Source: an optimization exercise on an open RTL-to-GDS flow (aim: small area and a short achievable clock period). Production flows keep margins and buffers that such runs may drop. At most, simulation tests tie the RTL to the original design; equivalence was not proved. For run 1, only the layout was checked, not whether the RTL still works. Power figures rest on the tool's default switching activity, not on a simulated workload.

==> design/flow/design.v <==
module btb_sat #(
   parameter int ENTRIES  = 8,
   parameter int IDX_W    = 3,
   parameter int PC_W     = 32,
   parameter int CNT_W    = 2,
   parameter int CNT_INIT = 2
) (
   input  logic            clk,
   input  logic            reset,
   input  logic [PC_W-1:0] pc_in,
   output logic            hit,
   output logic            token,
   output logic [PC_W-1:0] next_pc_out,
   input  logic            is_req_pc,
   input  logic [PC_W-1:0] req_pc,
   input  logic [PC_W-1:0] predict_target,
   input  logic            req_taken,
   input  logic            flush
);
   logic [PC_W-1:0]  tag    [ENTRIES];
   logic [PC_W-1:0]  tdiff  [ENTRIES];   
   logic [CNT_W-1:0] cnt    [ENTRIES];
   logic [IDX_W-1:0] ptr;
   logic             full;
   logic [ENTRIES-1:0] valid;
   logic [ENTRIES-1:0] f_match;
   logic [ENTRIES-1:0] f_sel;
   logic [ENTRIES-1:0] u_match;
   logic               u_hit;
   logic               alloc;
   logic [PC_W-1:0]    f_tdiff;
   logic [PC_W-1:0]    new_tdiff;
   always_comb begin
      for (int i = 0; i < ENTRIES; i++) begin
         valid[i]   = full || (ptr > IDX_W'(i));
         f_match[i] = valid[i] && (tag[i] == pc_in);
         f_sel[i]   = f_match[i] && cnt[i][CNT_W-1];
         u_match[i] = valid[i] && (tag[i] == req_pc);
      end
   end
   assign u_hit = |u_match;
   assign alloc = is_req_pc && req_taken && !u_hit;
   always_comb begin
      f_tdiff = '0;
      for (int i = 0; i < ENTRIES; i++) begin
         f_tdiff = f_tdiff | ({PC_W{f_sel[i]}} & tdiff[i]);
      end
   end
   assign hit         = |f_match;
   assign token       = |f_sel;
   assign next_pc_out = pc_in ^ f_tdiff;
   assign new_tdiff   = predict_target ^ req_pc;
   always_ff @(posedge clk) begin
      if (reset || flush) begin
         ptr  <= '0;
         full <= 1'b0;
      end else if (alloc) begin
         ptr <= ptr + IDX_W'(1);
         if (ptr == IDX_W'(ENTRIES - 1)) begin
            full <= 1'b1;
         end
      end
   end
   always_ff @(posedge clk) begin
      for (int i = 0; i < ENTRIES; i++) begin
         if (is_req_pc) begin
            if (u_match[i]) begin
               if (req_taken) begin
                  tag[i]    <= req_pc;
                  tdiff[i]  <= new_tdiff;
                  if (cnt[i] != '1) cnt[i] <= cnt[i] + CNT_W'(1);
               end else begin
                  if (cnt[i] != '0) cnt[i] <= cnt[i] - CNT_W'(1);
               end
            end else if (alloc && ptr == IDX_W'(i)) begin
               tag[i]    <= req_pc;
               tdiff[i]  <= new_tdiff;
               cnt[i]    <= CNT_W'(CNT_INIT);
            end
         end
      end
   end
endmodule
==> design/flow/flow/run.sh <==
#!/bin/bash
set -euo pipefail
export BUFFER_PORTS_ARGS="-buffer_cell sky130_fd_sc_hd__buf_2"
export CTS_ARGS="-sink_clustering_enable -repair_clock_nets -dont_use_dummy_load -sink_clustering_size 25 -sink_clustering_max_diameter 90"
PLATFORM_DONT_USE="sky130_fd_sc_hd__probe_p_8 sky130_fd_sc_hd__probec_p_8 sky130_fd_sc_hd__lpflow_bleeder_1 sky130_fd_sc_hd__lpflow_clkbufkapwr_1 sky130_fd_sc_hd__lpflow_clkbufkapwr_16 sky130_fd_sc_hd__lpflow_clkbufkapwr_2 sky130_fd_sc_hd__lpflow_clkbufkapwr_4 sky130_fd_sc_hd__lpflow_clkbufkapwr_8 sky130_fd_sc_hd__lpflow_clkinvkapwr_1 sky130_fd_sc_hd__lpflow_clkinvkapwr_16 sky130_fd_sc_hd__lpflow_clkinvkapwr_2 sky130_fd_sc_hd__lpflow_clkinvkapwr_4 sky130_fd_sc_hd__lpflow_clkinvkapwr_8 sky130_fd_sc_hd__lpflow_decapkapwr_12 sky130_fd_sc_hd__lpflow_decapkapwr_3 sky130_fd_sc_hd__lpflow_decapkapwr_4 sky130_fd_sc_hd__lpflow_decapkapwr_6 sky130_fd_sc_hd__lpflow_decapkapwr_8 sky130_fd_sc_hd__lpflow_inputiso0n_1 sky130_fd_sc_hd__lpflow_inputiso0p_1 sky130_fd_sc_hd__lpflow_inputiso1n_1 sky130_fd_sc_hd__lpflow_inputiso1p_1 sky130_fd_sc_hd__lpflow_inputisolatch_1 sky130_fd_sc_hd__lpflow_isobufsrc_1 sky130_fd_sc_hd__lpflow_isobufsrc_16 sky130_fd_sc_hd__lpflow_isobufsrc_2 sky130_fd_sc_hd__lpflow_isobufsrc_4 sky130_fd_sc_hd__lpflow_isobufsrc_8 sky130_fd_sc_hd__lpflow_isobufsrckapwr_16 sky130_fd_sc_hd__lpflow_lsbuf_lh_hl_isowell_tap_1 sky130_fd_sc_hd__lpflow_lsbuf_lh_hl_isowell_tap_2 sky130_fd_sc_hd__lpflow_lsbuf_lh_hl_isowell_tap_4 sky130_fd_sc_hd__lpflow_lsbuf_lh_isowell_4 sky130_fd_sc_hd__lpflow_lsbuf_lh_isowell_tap_1 sky130_fd_sc_hd__lpflow_lsbuf_lh_isowell_tap_2 sky130_fd_sc_hd__lpflow_lsbuf_lh_isowell_tap_4"
EXTRA_DONT_USE="sky130_fd_sc_hd__nor4_1 sky130_fd_sc_hd__nor4_2 sky130_fd_sc_hd__nor4_4 sky130_fd_sc_hd__nor4b_1 sky130_fd_sc_hd__nor4b_2 sky130_fd_sc_hd__nor4b_4 sky130_fd_sc_hd__nor4bb_1 sky130_fd_sc_hd__nor4bb_2 sky130_fd_sc_hd__nor4bb_4"
export GLOBAL_PLACEMENT_ARGS="-timing_driven_net_weight_max 5 -timing_driven_nets_percentage 20"
bash standard.sh "DONT_USE_CELLS=$PLATFORM_DONT_USE $EXTRA_DONT_USE" finish > standard.log 2>&1
==> design/flow/standard.sh <==
#!/bin/bash
# synth_recipe.tcl (not shown) runs the flow's synth.tcl, then flattens the netlist and writes it again
# the make line also repeats each setting of config.mk as NAME=value (left out here)
make -C /OpenROAD-flow-scripts/flow DESIGN_CONFIG=/design/flow/config.mk WORK_HOME=/design/flow/orfs CLKGATE_MAP_FILE= SYNTH_SCRIPT=/design/flow/synth_recipe.tcl "${@:-finish}"
==> design/flow/config.mk <==
export PLATFORM = sky130hd
export DESIGN_NAME = btb_sat
export DESIGN_NICKNAME = btb_sat
export VERILOG_FILES = /design/flow/design.v
export SDC_FILE = /design/flow/constraint.sdc
export NUM_CORES = 4
export LEC_CHECK = 0
export ABC_CLOCK_PERIOD_IN_PS = 4000
export CAP_MARGIN = 20
export CORE_MARGIN = 2
export CORE_UTILIZATION = 65
export SETUP_SLACK_MARGIN = 2.5
export SLEW_MARGIN = 20
==> design/flow/constraint.sdc <==
create_clock -name core_clock -period 8.0 [get_ports {clk}]
set_input_delay 1.6000 -clock core_clock [delete_from_list [all_inputs] [get_ports {clk}]]
set_output_delay 1.6000 -clock core_clock [all_outputs]
set_load 0.01 [all_outputs]
==> run notes, run 1 <==
Port-buffer cells 134; CP bufs+invs 5; Most common cell on crit path buf_12; slowest stage delay, CP 460 ps; syn_area_per_cell around 14 sq um; number of I/O pins 135; Initial DRC Count between 2000 and 3000; CTS buffer count 25; WL/cell ~34 um; Final min period about 5700 ps; top sig layer met4; Async SR Flop Fraction 0; P_leak ~8.9 nW; status finished clean; H-tree levels 1; hold crit path type reg -> reg; RSZ-0062 raised after global routing true; count of flip-flops with a built-in enable after synthesis roughly 530; Worst Path Arrival 4070 ps; vias in the first global route 15700; critical path peak fanout 6; register area share after synthesis 0.631; Power Density 177 nW/um^2; Met1 Wirelength 30.6 mm; Die X-Extent 201 um; final instance area 28200 sq um; Global Route Usage Sum 0.399; detailed placement HPWL approximately 50 mm; Register-to-Register Path Depth 9; Setup crit end kind output pin; CP max-delay cell or4b_1; Post-Route WL 82.0 mm; GPL Wtd Cong around 1; f_max between 0.15 and 0.2 GHz; FF-to-FF setup slack 3040 ps; crit start category input port; TNS Setup 0 ps; worst-margin pin slew 1110 ps; Layout Utilization 0.734; synth warn 4; first drt pass iteration count 6; Synth area leaders edfxtp_1 63%, xnor2_1 17%, nand4_1 3.4%; die area 40400 sq um; deepest clock path buffer count 3; antenna violations before repair 1; layout cells sized above 1 0.167; Maximum Capacitance Violations 0; main flop type after synthesis edfxtp_1; CTS tree yes; worst skew pair latency 610 ps; CTS Root Cell clkbuf_16; Worst path top cell family by delay simple AND/OR/NAND/NOR gates; vias per cell 6.83; # fillers 2508; Mapped Area ~25000 sq um; grt ovf 0; Worst-path clk slew 110 ps; hold wc startpoint full$_SDFFE_PP0P_; most frequent cells in the layout 528 x edfxtp_1, 496 x xnor2_1, 138 x nand4_1; Worst Clk Skew 51.7 ps; Die Ht 201 um; met2 wire len 36.6 mm; commonest non-fill, non-tap cell in the layout edfxtp_1; sequential fraction of design power 0.626; syn_nets 1876; Peak VDD IR 0.192 mV; Synth top area share 0.628; reg-to-reg endpoint tag[4][6]$_DFFE_PP_; Slew HR 0.261; Vias between 15000 and 20000; WL met3 11.0 mm; worst r2r src ptr[0]$_SDFFE_PP0N_; Sw Pwr between 0.001 and 0.0015 W; final hold violation count 0; Final ANT Viol Nets 0; Area after DPL 26300 sq um; Worst EP required between 6000 and 7000 ps; Internal Power 0.00382 W; synth unique cells 54; Cells on Worst Hold Path 2; core footprint 38500 sq um; global-route wire length before repair 114 mm; Layout area overhead 11.8%; Min-Delay Endpoint full$_SDFFE_PP0P_; Yosys top cell by area edfxtp_1; Site Rows 72; fin nets 2026; sw frac 0.233; detailed-route DRC error count 0; Initial Util 0.656; max-slew violations 0; Comb pwr share 0.095; Final Cycle Share 0.709; clk sinks around 530; final setup violating endpoints 0; #FFs+latches synth 532; Synth Instances 1769; largest net degree at the start of global routing 65; Clk pwr share 0.279; Setup CP Type in -> out; crit path cell chain buf_16 -> xor2_2 -> a2111oi_2 -> or4b_1 -> nand3b_1 -> nor2_4 -> buf_12 -> buf_12 -> buf_8 -> a22oi_2 -> nand3_1 -> xor2_1 -> buf_2
kinds of logic (layout without fill, tap and decap cells):
family,after synthesis,after routing,synth area share
adders and majority gates,6,6,0.00297
xor gates and xnor gates,593,593,0.207
muxes,1,1,0.000397
other,0,1,0
buffers and inverters,117,261,0.0242
and+or+nand+nor,358,361,0.0831
AOI/OAI and AO/OA,162,163,0.0512
DFF,532,532,0.631
tightest hold or removal path: stages, from the launching register on:
cell	delay [ps]
dfxtp_1	350
a31oi_1	140
nor3_1	50
routing by layer:
layer | vias to the layer above | track usage
met5 | - | 0
met3 | 205 | 0.0794
li1 | 6863 | -
met1 | 8260 | 0.569
met2 | 1311 | 0.608
met4 | 0 | 0.162
layout make-up:
type,instances,area [sq um],share of cell area
sequential,532,15900,0.565
multi-input combinational,1124,9150,0.324
timing repair buffer,221,1810,0.0641
tap,518,648,0.0230
clock buffer,25,626,0.0222
inverter,15,56.3,0.00199
antenna,1,2.50,0.0000887
registers in the layout, summed over array words and instances, names as in the netlist:
| name | flops |
|---|---|
| full | 1 |
| ptr | 3 |
| tag | 256 |
| tdiff | 256 |
| cnt | 16 |
power groups by stage:
stage               logic, W  clock network (W)  registers [W]
global route        0.000488            0.00148        0.00312
global placement    0.000429                  0        0.00318
CTS                 0.000450            0.00138        0.00312
finish              0.000474            0.00139        0.00312
detailed placement  0.000433                  0        0.00318
floorplan           0.000261                  0        0.00318
Yosys cell counts, types with 8 or more instances:
library cell / number
a221oi_1: 32
nand4_1: 138
nand3_1: 52
inv_1: 15
or3_1: 10
xnor2_1: 502
a22o_1: 32
a22oi_1: 64
buf_6: 9
nand2_1: 24
buf_2: 62
and4_1: 20
clkbuf_1: 22
nor3_1: 33
a21boi_0: 8
edfxtp_1: 528
nor2_1: 42
xor2_1: 87
worst max-delay path by stage:
stage	slack, ps	cells past startpoint	to	startpoint
6_report	2330	13	next_pc_out[17]	pc_in[19]
5_1_grt	2300	13	next_pc_out[7]	pc_in[19]
4_1_cts	2410	13	next_pc_out[17]	pc_in[12]
3_5_place_dp	1610	11	next_pc_out[8]	pc_in[31]
3_3_place_gp	1680	11	next_pc_out[8]	pc_in[31]
2_1_floorplan	1940	7	tag[7][0]$_DFFE_PP_	req_pc[3]
through the flow:
step           hold slack, ps  worst slack (ps)  power (W)  instances
2_1_floorplan             529              1940    0.00344       1769
3_3_place_gp              561              1680    0.00361       2346
3_5_place_dp              566              1610    0.00362       2346
4_1_cts                   575              2410    0.00495       2405
5_1_grt                   608              2300    0.00509       2435
6_report                  582              2330    0.00499       2436
timing repair:
item                                    4_1_cts  5_1_grt
hold buffers                                  0        0
pin swaps                                    21       40
endpoints found under the setup margin       33      274
buffers inserted                             29       28
gates cloned                                  5        2
resized for setup                           103       53
==> run 2: changes to the inputs <==
--- a/design/flow/design.v
+++ b/design/flow/design.v
@@ -18,7 +18,7 @@
    input  logic            flush
 );
    logic [PC_W-1:0]  tag    [ENTRIES];
-   logic [PC_W-1:0]  tdiff  [ENTRIES];   
+   logic [PC_W-1:0]  target [ENTRIES];
    logic [CNT_W-1:0] cnt    [ENTRIES];
    logic [IDX_W-1:0] ptr;
    logic             full;
@@ -28,8 +28,7 @@
    logic [ENTRIES-1:0] u_match;
    logic               u_hit;
    logic               alloc;
-   logic [PC_W-1:0]    f_tdiff;
-   logic [PC_W-1:0]    new_tdiff;
+   logic [PC_W-1:0]    f_target;
    always_comb begin
       for (int i = 0; i < ENTRIES; i++) begin
          valid[i]   = full || (ptr > IDX_W'(i));
@@ -41,15 +40,14 @@
    assign u_hit = |u_match;
    assign alloc = is_req_pc && req_taken && !u_hit;
    always_comb begin
-      f_tdiff = '0;
+      f_target = '0;
       for (int i = 0; i < ENTRIES; i++) begin
-         f_tdiff = f_tdiff | ({PC_W{f_sel[i]}} & tdiff[i]);
+         f_target = f_target | ({PC_W{f_sel[i]}} & target[i]);
       end
    end
    assign hit         = |f_match;
    assign token       = |f_sel;
-   assign next_pc_out = pc_in ^ f_tdiff;
-   assign new_tdiff   = predict_target ^ req_pc;
+   assign next_pc_out = token ? f_target : pc_in;
    always_ff @(posedge clk) begin
       if (reset || flush) begin
          ptr  <= '0;
@@ -67,14 +65,14 @@
             if (u_match[i]) begin
                if (req_taken) begin
                   tag[i]    <= req_pc;
-                  tdiff[i]  <= new_tdiff;
+                  target[i] <= predict_target;
                   if (cnt[i] != '1) cnt[i] <= cnt[i] + CNT_W'(1);
                end else begin
                   if (cnt[i] != '0) cnt[i] <= cnt[i] - CNT_W'(1);
                end
             end else if (alloc && ptr == IDX_W'(i)) begin
                tag[i]    <= req_pc;
-               tdiff[i]  <= new_tdiff;
+               target[i] <= predict_target;
                cnt[i]    <= CNT_W'(CNT_INIT);
             end
          end
==> design/flow/flow/run.sh (replaced) <==
#!/bin/bash
set -euo pipefail
export BUFFER_PORTS_ARGS="-buffer_cell sky130_fd_sc_hd__buf_2"
export CTS_ARGS="-sink_clustering_enable -repair_clock_nets -dont_use_dummy_load -sink_clustering_size 25 -sink_clustering_max_diameter 90"
PLATFORM_DONT_USE="sky130_fd_sc_hd__probe_p_8 sky130_fd_sc_hd__probec_p_8 sky130_fd_sc_hd__lpflow_bleeder_1 sky130_fd_sc_hd__lpflow_clkbufkapwr_1 sky130_fd_sc_hd__lpflow_clkbufkapwr_16 sky130_fd_sc_hd__lpflow_clkbufkapwr_2 sky130_fd_sc_hd__lpflow_clkbufkapwr_4 sky130_fd_sc_hd__lpflow_clkbufkapwr_8 sky130_fd_sc_hd__lpflow_clkinvkapwr_1 sky130_fd_sc_hd__lpflow_clkinvkapwr_16 sky130_fd_sc_hd__lpflow_clkinvkapwr_2 sky130_fd_sc_hd__lpflow_clkinvkapwr_4 sky130_fd_sc_hd__lpflow_clkinvkapwr_8 sky130_fd_sc_hd__lpflow_decapkapwr_12 sky130_fd_sc_hd__lpflow_decapkapwr_3 sky130_fd_sc_hd__lpflow_decapkapwr_4 sky130_fd_sc_hd__lpflow_decapkapwr_6 sky130_fd_sc_hd__lpflow_decapkapwr_8 sky130_fd_sc_hd__lpflow_inputiso0n_1 sky130_fd_sc_hd__lpflow_inputiso0p_1 sky130_fd_sc_hd__lpflow_inputiso1n_1 sky130_fd_sc_hd__lpflow_inputiso1p_1 sky130_fd_sc_hd__lpflow_inputisolatch_1 sky130_fd_sc_hd__lpflow_isobufsrc_1 sky130_fd_sc_hd__lpflow_isobufsrc_16 sky130_fd_sc_hd__lpflow_isobufsrc_2 sky130_fd_sc_hd__lpflow_isobufsrc_4 sky130_fd_sc_hd__lpflow_isobufsrc_8 sky130_fd_sc_hd__lpflow_isobufsrckapwr_16 sky130_fd_sc_hd__lpflow_lsbuf_lh_hl_isowell_tap_1 sky130_fd_sc_hd__lpflow_lsbuf_lh_hl_isowell_tap_2 sky130_fd_sc_hd__lpflow_lsbuf_lh_hl_isowell_tap_4 sky130_fd_sc_hd__lpflow_lsbuf_lh_isowell_4 sky130_fd_sc_hd__lpflow_lsbuf_lh_isowell_tap_1 sky130_fd_sc_hd__lpflow_lsbuf_lh_isowell_tap_2 sky130_fd_sc_hd__lpflow_lsbuf_lh_isowell_tap_4"
EXTRA_DONT_USE="sky130_fd_sc_hd__nor4_1 sky130_fd_sc_hd__nor4_2 sky130_fd_sc_hd__nor4_4 sky130_fd_sc_hd__nor4b_1 sky130_fd_sc_hd__nor4b_2 sky130_fd_sc_hd__nor4b_4 sky130_fd_sc_hd__nor4bb_1 sky130_fd_sc_hd__nor4bb_2 sky130_fd_sc_hd__nor4bb_4 sky130_fd_sc_hd__and4_1 sky130_fd_sc_hd__and4_2 sky130_fd_sc_hd__and4_4 sky130_fd_sc_hd__and4b_1 sky130_fd_sc_hd__and4b_2 sky130_fd_sc_hd__and4b_4 sky130_fd_sc_hd__and4bb_1 sky130_fd_sc_hd__and4bb_2 sky130_fd_sc_hd__and4bb_4 sky130_fd_sc_hd__a2111oi_0 sky130_fd_sc_hd__a2111oi_1 sky130_fd_sc_hd__a2111oi_2 sky130_fd_sc_hd__a2111oi_4 sky130_fd_sc_hd__a2111o_1 sky130_fd_sc_hd__a2111o_2 sky130_fd_sc_hd__a2111o_4 sky130_fd_sc_hd__or4_1 sky130_fd_sc_hd__or4_2 sky130_fd_sc_hd__or4_4 sky130_fd_sc_hd__or4b_1 sky130_fd_sc_hd__or4b_2 sky130_fd_sc_hd__or4b_4 sky130_fd_sc_hd__or4bb_1 sky130_fd_sc_hd__or4bb_2 sky130_fd_sc_hd__or4bb_4 sky130_fd_sc_hd__nor3_1 sky130_fd_sc_hd__nor3_2 sky130_fd_sc_hd__nor3_4 sky130_fd_sc_hd__nor3b_1 sky130_fd_sc_hd__nor3b_2 sky130_fd_sc_hd__nor3b_4"
bash standard.sh "DONT_USE_CELLS=$PLATFORM_DONT_USE $EXTRA_DONT_USE" finish > standard.log 2>&1
==> run 2 against run 1 <==
- clock skew increased by 38 ps
- utilization increased by 0.86 points
- non-clock buffer count shrank 31
- worst setup slack worse by 63 ps
- cell count rose by 1.9%
- routed wire length up 2.7%
- critical path type unchanged
- critical endpoint is now next_pc_out[27]
- largest power group unchanged
==> run notes, run 2 <==
Most common cell on crit path buf_12; syn_area_per_cell 13.8 sq um; final setup violating endpoints 0; Worst EP required 6400 ps; count of flip-flops with a built-in enable after synthesis 528; Top Registers tag (256), target (256), cnt (16); CP max-delay cell a211oi_4; Initial DRC Count 2269; post-synthesis xor/xnor area fraction 0.172; number of I/O pins 135; Maximum Capacitance Violations 0; synth unique cells 55; Global Route Usage Sum 0.415; GPL Wtd Cong 1.01; Die X-Extent between 200 and 250 um; Mapped Area about 25000 sq um; global-route wire length before repair ~120 mm; layout cells sized above 1 0.178; Synth Area in Simple Gates 0.0855; crit start category input port; Synth area leaders edfxtp_1 62%, xnor2_1 17%, nand4_1 3.0%; hold crit path type reg -> reg; Final min period 5730 ps; detailed placement HPWL 54.9 mm; worst skew pair latency 620 ps; Vias 17000; crit path cell chain buf_12 -> xnor2_2 -> nand4_1 -> a211oi_4 -> nand4_1 -> buf_4 -> nor2_4 -> a211oi_4 -> o2111a_2 -> buf_12 -> buf_12 -> mux2_4 -> buf_6; Synth Instances 1845; main flop type after synthesis edfxtp_1; Worst Clk Skew around 90 ps; largest net degree at the start of global routing 65; most frequent cells in the layout 528 x edfxtp_1, 463 x xnor2_1, 124 x nand4_1; Layout area overhead 12.6%; first drt pass iteration count 5; diode count 0; Worst Path Arrival 4130 ps; synth cell count leaders 528 x edfxtp_1, 490 x xnor2_1, 124 x nand4_1, 103 x nor2_1, 88 x inv_1; Site Rows 72; Adder-Cell Fraction of Synth Area 0.00295; CTS buffer count 26; Yosys top cell by area edfxtp_1; syn_nets just under 2000; combinational family with the most area after synthesis XOR/XNOR gates; vias per cell 6.83; f_max 0.174 GHz; core footprint between 30000 and 40000 sq um; complex-gate fraction of the synthesized area 0.0619; CTS Root Cell clkbuf_16; Power Density 173 nW/um^2; commonest non-fill, non-tap cell in the layout edfxtp_1; critical path peak fanout 5; WL/cell 33.9 um; Slew HR 0.248; detailed-route DRC error count 0; Worst-path clk slew 100 ps; CTS tree yes; Worst path top cell family by delay buffers and inverters; max-slew violations 0; Post-Route WL between 80 and 90 mm; fin nets 2074; Peak VDD IR 0.273 mV; post-synthesis mux area share 0.0186; antenna violations before repair 0; Synth top area share 0.622; register area share after synthesis 0.625; final hold violation count 0; Port-buffer cells 134; clk sinks 532; Async SR Flop Fraction 0; H-tree levels 1; slowest stage delay, CP slightly above 400 ps; most common cell in the netlist edfxtp_1; Setup CP Type in -> out; deepest clock path buffer count 3; worst-margin pin slew ~1100 ps; RSZ-0062 raised after global routing true; final worst setup slack roughly 2300 ps; CP bufs+invs 5; Final Cycle Share 0.717; status finished clean; P_leak 9.48 nW; Initial Util 0.659; TNS Setup 0 ps; Place WS 1110 ps; synth warn 4; Die Ht about 200 um; grt ovf 0; Setup crit end kind output pin; #FFs+latches synth 532; Final ANT Viol Nets 0; die area 40800 sq um; vias in the first global route 16600
-- run 2: layout make-up --
| class | instances | area [sq um] |
|---|---|---|
| fillers | 2423 | 9960 |
| repair buffers | 190 | 1690 |
| flip-flops and latches | 532 | 15900 |
| multi-input cells | 1129 | 9430 |
| well taps | 518 | 648 |
| clock buffers | 26 | 651 |
| inverters | 88 | 330 |
-- run 2: layer usage --
metal  track usage  vias to the layer above  part of all wire  routed length [um]
met5             0                        -                 0                   0
met2         0.643                     1285              0.46               38600
met1         0.550                     8408              0.35               29800
met3        0.0755                      286              0.11                9190
li1              -                     6985                 -                   -
met4         0.259                        0             0.077                6520
-- run 2: through the flow --
step / hold WS (ps) / instances / power [W] / util / cell area [sq um]
detailed placement: 608 / 2420 / 0.00354 / 0.686 / 26500
global placement: 593 / 2420 / 0.00354 / 0.686 / 26500
finish: 632 / 2483 / 0.00496 / 0.742 / 28700
CTS: 623 / 2482 / 0.00494 / 0.736 / 28500
global route: 655 / 2483 / 0.00505 / 0.742 / 28700
floorplan: 539 / 1845 / 0.00338 / - / 25500
-- run 2: final timing paths --
check	start	to	slack, ps	cells after the start
worst max-delay path	pc_in[0]	next_pc_out[27]	2270	13
worst min-delay path	cnt[5][0]$_SDFFCE_PN0P_	cnt[5][0]$_SDFFCE_PN0P_	630	1
worst max register to register	ptr[2]$_SDFFE_PP0N_	tag[6][23]$_DFFE_PP_	3660	9
worst min register to register	cnt[5][0]$_SDFFCE_PN0P_	cnt[5][0]$_SDFFCE_PN0P_	630	1
-- run 2: cell families (layout without fill, tap and decap cells) --
group	Yosys count	after routing
xor gates and xnor gates	500	500
buffers and inverters	185	304
muxes	32	32
and+or+nand+nor	404	404
AOI/OAI and AO/OA	186	187
DFF	532	532
adders and majority gates	6	6
-- run 2: report_power, final --
part	leakage [nW]	total [W]	switching (W)	internal, W
clock	0.320	0.00143	0.000846	0.000581
combinational	4.34	0.000442	0.000278	0.000165
sequential	4.83	0.00309	0.0000120	0.00308
total	9.48	0.00496	0.00114	0.00382
-- run 2: repair_timing --
| item | CTS | global route |
|---|---|---|
| setup buffers | 34 | 1 |
| resized for setup | 172 | 40 |
| hold endpoints to repair | 0 | 0 |
| cloned | 2 | 0 |
| setup endpoints to repair | 33 | 33 |
| pin swaps | 33 | 17 |
| hold buffers | 0 | 0 |
==> run 3: changes to the inputs <==
==> design/flow/flow/run.sh (replaced) <==
#!/bin/bash
set -euo pipefail
export BUFFER_PORTS_ARGS="-buffer_cell sky130_fd_sc_hd__buf_2"
export CTS_ARGS="-sink_clustering_enable -repair_clock_nets -dont_use_dummy_load -sink_clustering_size 25 -sink_clustering_max_diameter 90"
PLATFORM_DONT_USE="sky130_fd_sc_hd__probe_p_8 sky130_fd_sc_hd__probec_p_8 sky130_fd_sc_hd__lpflow_bleeder_1 sky130_fd_sc_hd__lpflow_clkbufkapwr_1 sky130_fd_sc_hd__lpflow_clkbufkapwr_16 sky130_fd_sc_hd__lpflow_clkbufkapwr_2 sky130_fd_sc_hd__lpflow_clkbufkapwr_4 sky130_fd_sc_hd__lpflow_clkbufkapwr_8 sky130_fd_sc_hd__lpflow_clkinvkapwr_1 sky130_fd_sc_hd__lpflow_clkinvkapwr_16 sky130_fd_sc_hd__lpflow_clkinvkapwr_2 sky130_fd_sc_hd__lpflow_clkinvkapwr_4 sky130_fd_sc_hd__lpflow_clkinvkapwr_8 sky130_fd_sc_hd__lpflow_decapkapwr_12 sky130_fd_sc_hd__lpflow_decapkapwr_3 sky130_fd_sc_hd__lpflow_decapkapwr_4 sky130_fd_sc_hd__lpflow_decapkapwr_6 sky130_fd_sc_hd__lpflow_decapkapwr_8 sky130_fd_sc_hd__lpflow_inputiso0n_1 sky130_fd_sc_hd__lpflow_inputiso0p_1 sky130_fd_sc_hd__lpflow_inputiso1n_1 sky130_fd_sc_hd__lpflow_inputiso1p_1 sky130_fd_sc_hd__lpflow_inputisolatch_1 sky130_fd_sc_hd__lpflow_isobufsrc_1 sky130_fd_sc_hd__lpflow_isobufsrc_16 sky130_fd_sc_hd__lpflow_isobufsrc_2 sky130_fd_sc_hd__lpflow_isobufsrc_4 sky130_fd_sc_hd__lpflow_isobufsrc_8 sky130_fd_sc_hd__lpflow_isobufsrckapwr_16 sky130_fd_sc_hd__lpflow_lsbuf_lh_hl_isowell_tap_1 sky130_fd_sc_hd__lpflow_lsbuf_lh_hl_isowell_tap_2 sky130_fd_sc_hd__lpflow_lsbuf_lh_hl_isowell_tap_4 sky130_fd_sc_hd__lpflow_lsbuf_lh_isowell_4 sky130_fd_sc_hd__lpflow_lsbuf_lh_isowell_tap_1 sky130_fd_sc_hd__lpflow_lsbuf_lh_isowell_tap_2 sky130_fd_sc_hd__lpflow_lsbuf_lh_isowell_tap_4"
EXTRA_DONT_USE="sky130_fd_sc_hd__nor4_1 sky130_fd_sc_hd__nor4_2 sky130_fd_sc_hd__nor4_4 sky130_fd_sc_hd__nor4b_1 sky130_fd_sc_hd__nor4b_2 sky130_fd_sc_hd__nor4b_4 sky130_fd_sc_hd__nor4bb_1 sky130_fd_sc_hd__nor4bb_2 sky130_fd_sc_hd__nor4bb_4 sky130_fd_sc_hd__and4_1 sky130_fd_sc_hd__and4_2 sky130_fd_sc_hd__and4_4 sky130_fd_sc_hd__and4b_1 sky130_fd_sc_hd__and4b_2 sky130_fd_sc_hd__and4b_4 sky130_fd_sc_hd__and4bb_1 sky130_fd_sc_hd__and4bb_2 sky130_fd_sc_hd__and4bb_4 sky130_fd_sc_hd__a2111oi_0 sky130_fd_sc_hd__a2111oi_1 sky130_fd_sc_hd__a2111oi_2 sky130_fd_sc_hd__a2111oi_4 sky130_fd_sc_hd__a2111o_1 sky130_fd_sc_hd__a2111o_2 sky130_fd_sc_hd__a2111o_4 sky130_fd_sc_hd__or4_1 sky130_fd_sc_hd__or4_2 sky130_fd_sc_hd__or4_4 sky130_fd_sc_hd__or4b_1 sky130_fd_sc_hd__or4b_2 sky130_fd_sc_hd__or4b_4 sky130_fd_sc_hd__or4bb_1 sky130_fd_sc_hd__or4bb_2 sky130_fd_sc_hd__or4bb_4"
bash standard.sh "DONT_USE_CELLS=$PLATFORM_DONT_USE $EXTRA_DONT_USE" finish > standard.log 2>&1
==> run 3 against run 2 <==
- still clean on timing, DRC and antenna
- sequential share of layout area grew 0.85 points
- sequential power hardly changed
- cell count down 1.4%
- critical endpoint is now next_pc_out[23]
- highest routed layer is now met5
==> run notes, run 3 <==
Power Density 176 nW/um^2; main flop type after synthesis edfxtp_1; commonest non-fill, non-tap cell in the layout edfxtp_1; Worst Path Arrival 4110 ps; Die X-Extent between 200 and 250 um; Site Rows 72; Yosys top cell by area edfxtp_1; synth warn 4; crit start category input port; most common cell in the netlist edfxtp_1; Initial Util 0.658; TNS Setup 0 ps; deepest clock path buffer count 3; grt ovf 0; combinational family with the most area after synthesis XOR/XNOR gates; global-route wire length before repair 122 mm; clk sinks 532; synth unique cells 53; synth cell count leaders 528 x edfxtp_1, 489 x xnor2_1, 113 x nand4_1, 77 x nor2_1, 76 x inv_1; first drt pass iteration count 8; slowest stage delay, CP 470 ps; Synth area leaders edfxtp_1 62%, xnor2_1 17%, nand4_1 2.8%; antenna violations before repair 1; RSZ-0062 raised after global routing true; syn_nets 1927; Adder-Cell Fraction of Synth Area 0.00296; Synth Instances 1820; status finished clean; H-tree levels 1; Synth top area share 0.625; Slew HR 0.214; Post-Route WL 87.0 mm; Most common cell on crit path buf_12; Vias 17000; die area 40600 sq um; Async SR Flop Fraction 0; Worst path top cell family by delay simple AND/OR/NAND/NOR gates; Worst Clk Skew 69.2 ps; Synth Area in Simple Gates 0.0819; CTS buffer count 26; total power 0.00497 W; GPL Wtd Cong 1.07; Port-buffer cells 134; count of flip-flops with a built-in enable after synthesis 528; CP max-delay cell or3b_4; CTS tree yes; WL/cell roughly 36 um; CP bufs+invs 3; P_leak around 9.3 nW; Maximum Capacitance Violations 0; most frequent cells in the layout 528 x edfxtp_1, 468 x xnor2_1, 113 x nand4_1; syn_area_per_cell around 14 sq um; register area share after synthesis 0.628; vias in the first global route 16200; worst-margin pin slew between 1000 and 1500 ps; Final ANT Viol Nets 0; f_max 0.175 GHz; max-slew violations 0; Final min period 5710 ps; core footprint 38600 sq um; Top Registers tag (256), target (256), cnt (16); #FFs+latches synth 532; hold crit path type reg -> reg; number of I/O pins 135; crit path cell chain buf_12 -> xnor2_4 -> nand4_1 -> or3b_4 -> nor3_4 -> and2_4 -> nor3_2 -> and3_4 -> buf_12 -> mux2_1 -> buf_2; CTS Root Cell clkbuf_16; Initial DRC Count 2675; vias per cell 6.95; complex-gate fraction of the synthesized area 0.0582; post-synthesis xor/xnor area fraction 0.176; Layout area overhead 11.3%; Final Cycle Share 0.714; Die Ht 202 um; Worst-path clk slew 110 ps; Setup crit end kind output pin; final setup violating endpoints 0; Peak VDD IR 0.263 mV; final hold violation count 0; post-synthesis mux area share 0.0186; fin nets 2036; FF-to-FF setup slack 3900 ps; largest net degree at the start of global routing 65; Global Route Usage Sum 0.428; worst skew pair latency 620 ps; detailed placement HPWL 57.3 mm; layout cells sized above 1 0.156; Setup CP Type in -> out; Mapped Area 25400 sq um; critical path peak fanout 6; Worst EP required 6400 ps; # hold bufs at CTS 0; detailed-route DRC error count 0
[run 3: path summary, 6_finish.rpt]
kind	start	to	depth (start not counted)
max reg2reg	full$_SDFFE_PP0P_	tag[4][3]$_DFFE_PP_	10
min	cnt[4][0]$_SDFFCE_PN0P_	cnt[4][0]$_SDFFCE_PN0P_	1
min reg2reg	cnt[4][0]$_SDFFCE_PN0P_	cnt[4][0]$_SDFFCE_PN0P_	1
max	pc_in[1]	next_pc_out[23]	11
[run 3: cell families after synthesis]
kind of cell,after synthesis
buf+inv,180
compound gates,182
simple gates,377
fa+ha+maj,6
xor+xnor,511
flops,532
mux,32
[run 3: final cells by class]
type,instances,area [sq um]
Fill cell,2548,10300
Multi-Input combinational cell,1108,9040
Timing Repair Buffer,184,1690
Sequential cell,532,15900
Inverter,77,289
Antenna cell,2,5.00
Clock buffer,26,651
Tap cell,518,648
[run 3: per-layer routing]
layer | wire length [um] | vias to the layer above | GRT usage
met5 | 7 | - | 0
met2 | 38300 | 1416 | 0.639
met1 | 31500 | 8426 | 0.594
met3 | 11200 | 273 | 0.0922
li1 | - | 6887 | -
met4 | 5950 | 2 | 0.232
[run 3: report_power, final]
part / total, W / switching, W / internal [W]
combinational: 0.000448 / 0.000283 / 0.000165
clock: 0.00143 / 0.000851 / 0.000580
sequential: 0.00309 / 0.0000142 / 0.00308
total: 0.00497 / 0.00115 / 0.00383
[run 3: per-stage QoR]
stage / utilization / setup slack, ps / hold slack [ps] / instances / instance area, sq um
6_report: 0.733 / 2290 / 638 / 2447 / 28300
4_1_cts: 0.727 / 2450 / 631 / 2441 / 28000
5_1_grt: 0.733 / 2300 / 654 / 2445 / 28300
3_3_place_gp: 0.685 / 1490 / 604 / 2395 / 26400
2_1_floorplan: - / 2500 / 585 / 1820 / 25400
3_5_place_dp: 0.685 / 1530 / 616 / 2395 / 26400
[run 3: timing repair]
item	4_1_cts	5_1_grt
gates cloned	5	2
setup endpoints to repair	33	32
gates resized for setup	148	28
buffers inserted	15	1
pin swaps	17	10
==> run 4: changes to the inputs <==
==> design/flow/flow/run.sh (replaced) <==
#!/bin/bash
set -euo pipefail
export BUFFER_PORTS_ARGS="-buffer_cell sky130_fd_sc_hd__buf_2"
export CTS_ARGS="-sink_clustering_enable -repair_clock_nets -dont_use_dummy_load -sink_clustering_size 25 -sink_clustering_max_diameter 90"
PLATFORM_DONT_USE="sky130_fd_sc_hd__probe_p_8 sky130_fd_sc_hd__probec_p_8 sky130_fd_sc_hd__lpflow_bleeder_1 sky130_fd_sc_hd__lpflow_clkbufkapwr_1 sky130_fd_sc_hd__lpflow_clkbufkapwr_16 sky130_fd_sc_hd__lpflow_clkbufkapwr_2 sky130_fd_sc_hd__lpflow_clkbufkapwr_4 sky130_fd_sc_hd__lpflow_clkbufkapwr_8 sky130_fd_sc_hd__lpflow_clkinvkapwr_1 sky130_fd_sc_hd__lpflow_clkinvkapwr_16 sky130_fd_sc_hd__lpflow_clkinvkapwr_2 sky130_fd_sc_hd__lpflow_clkinvkapwr_4 sky130_fd_sc_hd__lpflow_clkinvkapwr_8 sky130_fd_sc_hd__lpflow_decapkapwr_12 sky130_fd_sc_hd__lpflow_decapkapwr_3 sky130_fd_sc_hd__lpflow_decapkapwr_4 sky130_fd_sc_hd__lpflow_decapkapwr_6 sky130_fd_sc_hd__lpflow_decapkapwr_8 sky130_fd_sc_hd__lpflow_inputiso0n_1 sky130_fd_sc_hd__lpflow_inputiso0p_1 sky130_fd_sc_hd__lpflow_inputiso1n_1 sky130_fd_sc_hd__lpflow_inputiso1p_1 sky130_fd_sc_hd__lpflow_inputisolatch_1 sky130_fd_sc_hd__lpflow_isobufsrc_1 sky130_fd_sc_hd__lpflow_isobufsrc_16 sky130_fd_sc_hd__lpflow_isobufsrc_2 sky130_fd_sc_hd__lpflow_isobufsrc_4 sky130_fd_sc_hd__lpflow_isobufsrc_8 sky130_fd_sc_hd__lpflow_isobufsrckapwr_16 sky130_fd_sc_hd__lpflow_lsbuf_lh_hl_isowell_tap_1 sky130_fd_sc_hd__lpflow_lsbuf_lh_hl_isowell_tap_2 sky130_fd_sc_hd__lpflow_lsbuf_lh_hl_isowell_tap_4 sky130_fd_sc_hd__lpflow_lsbuf_lh_isowell_4 sky130_fd_sc_hd__lpflow_lsbuf_lh_isowell_tap_1 sky130_fd_sc_hd__lpflow_lsbuf_lh_isowell_tap_2 sky130_fd_sc_hd__lpflow_lsbuf_lh_isowell_tap_4"
EXTRA_DONT_USE="sky130_fd_sc_hd__nor4_1 sky130_fd_sc_hd__nor4_2 sky130_fd_sc_hd__nor4_4 sky130_fd_sc_hd__nor4b_1 sky130_fd_sc_hd__nor4b_2 sky130_fd_sc_hd__nor4b_4 sky130_fd_sc_hd__nor4bb_1 sky130_fd_sc_hd__nor4bb_2 sky130_fd_sc_hd__nor4bb_4 sky130_fd_sc_hd__a2111oi_0 sky130_fd_sc_hd__a2111oi_1 sky130_fd_sc_hd__a2111oi_2 sky130_fd_sc_hd__a2111oi_4 sky130_fd_sc_hd__a2111o_1 sky130_fd_sc_hd__a2111o_2 sky130_fd_sc_hd__a2111o_4 sky130_fd_sc_hd__or4_1 sky130_fd_sc_hd__or4_2 sky130_fd_sc_hd__or4_4 sky130_fd_sc_hd__or4b_1 sky130_fd_sc_hd__or4b_2 sky130_fd_sc_hd__or4b_4 sky130_fd_sc_hd__or4bb_1 sky130_fd_sc_hd__or4bb_2 sky130_fd_sc_hd__or4bb_4"
export GLOBAL_PLACEMENT_ARGS="-timing_driven_net_weight_max 5 -timing_driven_nets_percentage 20"
bash standard.sh "DONT_USE_CELLS=$PLATFORM_DONT_USE $EXTRA_DONT_USE" finish > standard.log 2>&1
==> run 4 against run 3 <==
- critical endpoint is now next_pc_out[8]
- highest routed layer unchanged
- synthesized cell count is 5.5% lower
- die area is 1.2% lower
- sequential cell count stayed put
- register-to-register slack worse by 570 ps
- largest power group unchanged
- maximum frequency is 3.1% higher
==> run notes, run 4 <==
max-slew violations 0; diode count 0; Die Ht between 200 and 250 um; clk sinks 532; synth warn 4; syn_nets around 1800; WL/cell 35.5 um; Mapped Area 25100 sq um; Async SR Flop Fraction 0; synth cell count leaders 528 x edfxtp_1, 510 x xnor2_1, 143 x nand4_1, 67 x buf_2, 64 x a22oi_1; P_leak a little over 8 nW; layout cells sized above 1 0.149; Layout area overhead 9.04%; Final min period 5540 ps; CTS tree yes; worst skew pair latency 600 ps; vias in the first global route 15800; final hold violation count 0; Top Registers tag (256), target (256), cnt (16); most common cell in the netlist edfxtp_1; number of I/O pins 135; worst-margin pin slew 1030 ps; Final Cycle Share 0.693; Die X-Extent 200 um; Setup CP Type in -> out; detailed placement HPWL around 54 mm; syn_area_per_cell 14.6 sq um; first drt pass iteration count 8; deepest clock path buffer count 3; #FFs+latches synth around 530; f_max 0.180 GHz; critical path peak fanout 16; GPL Wtd Cong approximately 1.1; Vias 16200; core footprint 37800 sq um; Post-Route WL 82.2 mm; register area share after synthesis 0.636; Worst EP required 6400 ps; Slew HR 0.307; Layout Utilization 0.722; TNS Setup 0 ps; antenna violations before repair 3; vias per cell 7.02; detailed-route DRC error count 0; Initial Util 0.663; Port-buffer cells 134; fin nets 1913; hold crit path type reg -> reg; slowest stage delay, CP 420 ps; Peak VDD IR roughly 0.22 mV; Most common cell on crit path nand4_1; most frequent cells in the layout 528 x edfxtp_1, 493 x xnor2_1, 143 x nand4_1; Worst Clk Skew 29.7 ps; crit path cell chain buf_6 -> xnor2_1 -> nand4_1 -> nor3_2 -> and4_2 -> nor2_4 -> nand4_4 -> buf_12 -> nand4_1 -> o21a_1 -> buf_2; CTS Root Cell clkbuf_16; Maximum Capacitance Violations 0; # hold bufs at CTS 0; grt ovf 0; Yosys top cell by area edfxtp_1; main flop type after synthesis edfxtp_1; CTS buffer count 25; Power Density 179 nW/um^2; crit start category input port; die area 40200 sq um; CP max-delay cell and4_2; Final ANT Viol Nets 0; status finished clean; Setup crit end kind output pin; final setup violating endpoints 0; Worst Path Arrival around 3900 ps; # fillers 2561; Synth Instances 1720; count of flip-flops with a built-in enable after synthesis 528; Site Rows 71; commonest non-fill, non-tap cell in the layout edfxtp_1; Global Route Usage Sum 0.407; synth unique cells 49; Synth top area share 0.632; global-route wire length before repair 116 mm; Initial DRC Count between 2000 and 2500; H-tree levels 1; Worst-path clk slew 90 ps; largest net degree at the start of global routing 50; Synth area leaders edfxtp_1 63%, xnor2_1 18%, nand4_1 3.6%; RSZ-0062 raised after global routing true
## run 4: changes by cell type in the layout (fill, tap and decap cells not counted), moves of 27 or more
cell,previous run,this run
a22o_1,3,32
inv_1,76,9
and4_1,0,34
mux2_4,30,0
o22ai_1,29,0
nand3_1,58,24
nand4_1,113,143
buf_6,39,12
o21a_1,1,33
## run 4: worst paths after layout
path / slack [ps] / start / depth (start not counted) / endpoint
worst min register to register: 630 / cnt[1][0]$_SDFFCE_PN0P_ / 1 / cnt[1][0]$_SDFFCE_PN0P_
worst max-delay path: 2460 / pc_in[12] / 11 / next_pc_out[8]
worst max register to register: 3330 / ptr[0]$_SDFFE_PP0N_ / 11 / target[2][18]$_DFFE_PP_
worst min-delay path: 630 / cnt[1][0]$_SDFFCE_PN0P_ / 1 / cnt[1][0]$_SDFFCE_PN0P_
## run 4: through the flow
stage	worst slack, ps	hold slack (ps)	cell area (sq um)	power (W)	std cells
2_1_floorplan	1940	557	25100	0.00338	1720
5_1_grt	2490	651	27300	0.00501	2315
6_report	2460	634	27300	0.00490	2315
3_3_place_gp	1680	606	26000	0.00355	2276
4_1_cts	2500	631	27100	0.00488	2312
3_5_place_dp	1540	609	26000	0.00355	2277
## run 4: metal layers
layer,vias to the layer above,global-route usage,wire length [um]
li1,6624,-,-
met3,302,0.0918,9680
met1,8061,0.544,29800
met4,4,0.259,6890
met5,-,0,22
met2,1250,0.608,35800
## run 4: layout make-up
class	instances	area [sq um]	area share
tap	511	639	0.0234
inverter	9	33.8	0.00124
timing repair buffer	165	1220	0.0448
clock buffer	25	626	0.0229
sequential	532	15900	0.583
multi-input combinational	1073	8880	0.325
## run 4: critical path, delay by kind of cell
kind / cells / cell delay, ps
and+or+nand+nor: 6 / 1430
buffers and inverters: 3 / 470
xor gates and xnor gates: 1 / 280
AOI/OAI and AO/OA: 1 / 150
## run 4: cells by family after synthesis
| group | share of synthesized area |
|---|---|
| xor gates and xnor gates | 0.185 |
| DFF | 0.636 |
| AOI/OAI and AO/OA | 0.0646 |
| adders and majority gates | 0.00299 |
| buffers and inverters | 0.0262 |
| and+or+nand+nor | 0.0859 |
## run 4: power breakdown
| group | internal [W] | leakage, nW | switching, W | total [W] |
|---|---|---|---|---|
| combinational | 0.000145 | 3.04 | 0.000276 | 0.000421 |
| clock | 0.000559 | 0.308 | 0.000827 | 0.00139 |
| sequential | 0.00308 | 4.84 | 0.0000139 | 0.00309 |
| total | 0.00378 | 8.18 | 0.00112 | 0.00490 |
## run 4: what timing repair did
item                       4_1_cts  5_1_grt
cloned                           3        2
pin swaps                        7        4
buffers inserted                 7        0
setup endpoints to repair       33       32
resized for setup               74       35

port drivers added, routing unchanged:
How much do the figures lean on ideal ports? The routed layouts below were timed once more, with nothing changed but the port constraints.
Step 1 (the two cells are an assumption about what drives the block):
set clk [get_ports {clk}]
set_driving_cell -lib_cell sky130_fd_sc_hd__clkbuf_16 $clk
set_driving_cell -lib_cell sky130_fd_sc_hd__buf_2 [delete_from_list [all_inputs] $clk]
Step 2 moves the port delays by t, midway between the first and last clock arrival at a register: inputs arrive t later, outputs are due t later. That takes back most of the time a late clock gives input paths.
a / b / c = ideal ports / drivers / drivers and shift; a / b = the first two.
run | t (ns) | slack for setup (ns) | worst setup path after step 2 | worst slew at a driven data input, ns | cell pins on the clock port's net
run 1 | 0.645 | 2.329 / 2.260 / 1.992 | input to register | 0.10 | 1
run 2 | 0.636 | 2.266 / 2.214 / 2.088 | input to register | 0.09 | 1
run 3 | 0.647 | 2.288 / 2.238 / 2.238 | input to output | 0.07 | 1
run 4 | 0.651 | 2.459 / 2.426 / 2.020 | input to register | 0.07 | 1
After both steps every run listed still meets setup and hold. The setup slack of run 4, which loses most, moves by -0.033 ns with the drivers and by -0.439 ns with both steps.
